Context: an optimization exercise on an open-source flow, tuned for small area, a short achievable clock period and few clock cycles per item. The choices shown serve that exercise and are no tape-out recipe.
In this exercise RTL edits were held to simulation tests only and were not proved equivalent to the original.
Power is estimated from default activity; no workload was simulated.

## xenon
## pid_heading_turn_controller_top
module pid_heading_turn_controller_top
(
  input  logic        clk,
  input  logic        rst,
  input  logic        cmd_valid,
  output logic        cmd_ready,
  input  logic        cmd_op,
  input  logic [15:0] cmd_target_angle,
  input  logic [15:0] cmd_timeout_ms,
  input  logic [15:0] cmd_measured_angle,
  output logic        res_valid,
  input  logic        res_ready,
  output logic [7:0]  res_power_pct,
  output logic [1:0]  res_status,
  input  logic        psel,
  input  logic        penable,
  input  logic        pwrite,
  input  logic [4:0]  paddr,
  input  logic [31:0] pwdata,
  output logic [31:0] prdata,
  output logic        pready
);
export LEC_CHECK = 0
export CAP_MARGIN = 20
export CORE_MARGIN = 2
export CORE_UTILIZATION = 55
export SLEW_MARGIN = 20
export SYNTH_HIERARCHICAL = 1
export SYNTH_MINIMUM_KEEP_SIZE = 0
create_clock -name core_clock -period 16.0 [get_ports {clk}]
standard.sh (not shown) runs the stock make flow with config.mk's settings and CLKGATE_MAP_FILE= SYNTH_SCRIPT=/design/flow/synth_recipe.tcl, a recipe that flattens the netlist after the stock synthesis.
==> flow/flow/run.sh <==
#!/bin/bash
# The standard layout (the standard.sh), with three changes:
#  - after synthesis, every combinational cell gets the smallest drive
#    strength of its family (flow/downsize.tcl);
#  - the port buffers are buf_2 cells instead of the default choice;
#  - the timing repair after CTS and after global routing is asked to leave a
#    setup margin of MARGIN ns, so that it also works on paths that already
#    meet the 16 ns clock, and may resize a cell to one of another footprint
#    (MATCH_CELL_FOOTPRINT=0).
# The SDC, the clock period and every other setting are the standard flow's.
set -euo pipefail
MARGIN=11.6
bash standard.sh synth > synth.log 2>&1
ODB=orfs/results/sky130hd/pid_heading_turn_controller_top/base/1_synth.odb openroad -exit flow/downsize.tcl > downsize.log 2>&1
bash standard.sh SETUP_SLACK_MARGIN=$MARGIN MATCH_CELL_FOOTPRINT=0 "BUFFER_PORTS_ARGS=-buffer_cell sky130_fd_sc_hd__buf_2" finish > standard.log 2>&1
==> flow/flow/downsize.tcl <==
# Give every combinational cell of the synthesized netlist the smallest drive
# strength of its family; the timing repair later in the flow sizes up the
# cells on critical paths. Flip-flops, tie cells and buffers are left alone.
# usage: ODB=<odb> openroad -exit downsize.tcl
read_db $::env(ODB)
set db [ord::get_db]
set n_swapped 0
set area_before 0.0
set area_after 0.0
foreach inst [[ord::get_db_block] getInsts] {
  set m [$inst getMaster]
  set name [$m getName]
  set a [expr {[$m getWidth] * [$m getHeight] / 1e6}]
  set area_before [expr {$area_before + $a}]
  set best $m
  if {[regexp {^(sky130_fd_sc_hd__([a-z0-9]+))_([0-9]+)$} $name -> base fam size]
      && ![regexp {^(df|edf|sdf|dl|conb|buf|clk|inv|tap|fill|decap|dly|probe|lpflow|macro)} $fam]} {
    foreach cand {0 1 2 4} {
      set cm [$db findMaster ${base}_$cand]
      if {$cm eq "NULL" || $cm eq ""} { continue }
      if {[$cm getWidth] * [$cm getHeight] < [$best getWidth] * [$best getHeight]} {
        set best $cm
      }
    }
  }
  if {$best ne $m} {
    $inst swapMaster $best
    incr n_swapped
  }
  set area_after [expr {$area_after + [$best getWidth] * [$best getHeight] / 1e6}]
}
puts [format "downsize: %d cells swapped, area %.1f -> %.1f um2" $n_swapped $area_before $area_after]
write_db $::env(ODB)
Testbench counts of xenon, summed over its fixed seeds: cycles 12,240, items 12,000.
### xenon -> tundra
diff --git a/flow/flow/run.sh b/flow/flow/run.sh
--- a/flow/flow/run.sh
+++ b/flow/flow/run.sh
@@ -11,3 +11,3 @@
 set -euo pipefail
-MARGIN=11.6
+MARGIN=11.7
 bash standard.sh synth > synth.log 2>&1
Findings:
- Status: overall routed net length parity (tundra, xenon)
- From xenon to tundra the numbers moved as follows: power share of the combinational group rose by 0.4 points, share of the clock period used by the worst path after layout neither gained nor lost much, number of instances resized during post-cts repair up about 47%.
- [diff] internal reg-to-reg setup slack, tundra relative to xenon: regression
- xenon → tundra: post-layout minimum cycle time increased 0.015 ns, leakage dissipation increased 0.21 nW, highest clock frequency the design can meet decreased about 0.34%, post-route worst setup slack decreased 0.015 ns.
- The number of buffers added by the clock tree synthesis step in tundra sits 1 below the value recorded for xenon.
- Diff tundra..xenon | sum of met3 wire segment lengths after detailed routing | negligible

port drivers added, routing unchanged:
Ports are ideal in the flow. The routed layouts listed here were re-timed in OpenROAD. Step 1: set_driving_cell puts a clkbuf_16 on clk and a buf_2 on each other input, an assumption about the parent block. Step 2 also shifts input and output timing later by t, the mid clock arrival at the registers, as if the neighbouring blocks saw the same clock. Slacks: ideal ports / drivers / drivers and shift; pairs: ideal ports / drivers.
run | shift t [ns] | setup WS [ns] | hold WS [ns] | slew at the worst register clock pin (ns)
xenon | 0.718 | 11.558 / 11.492 / 10.957 | 0.326 / 0.326 / 0.326 | 0.07 / 0.07
tundra | 0.721 | 11.542 / 11.473 / 11.021 | 0.327 / 0.327 / 0.327 | 0.07 / 0.07
After both steps setup and hold are still met in every run listed. The setup slack of xenon, which loses most, moves by -0.066 ns with the drivers and by -0.601 ns with both steps.
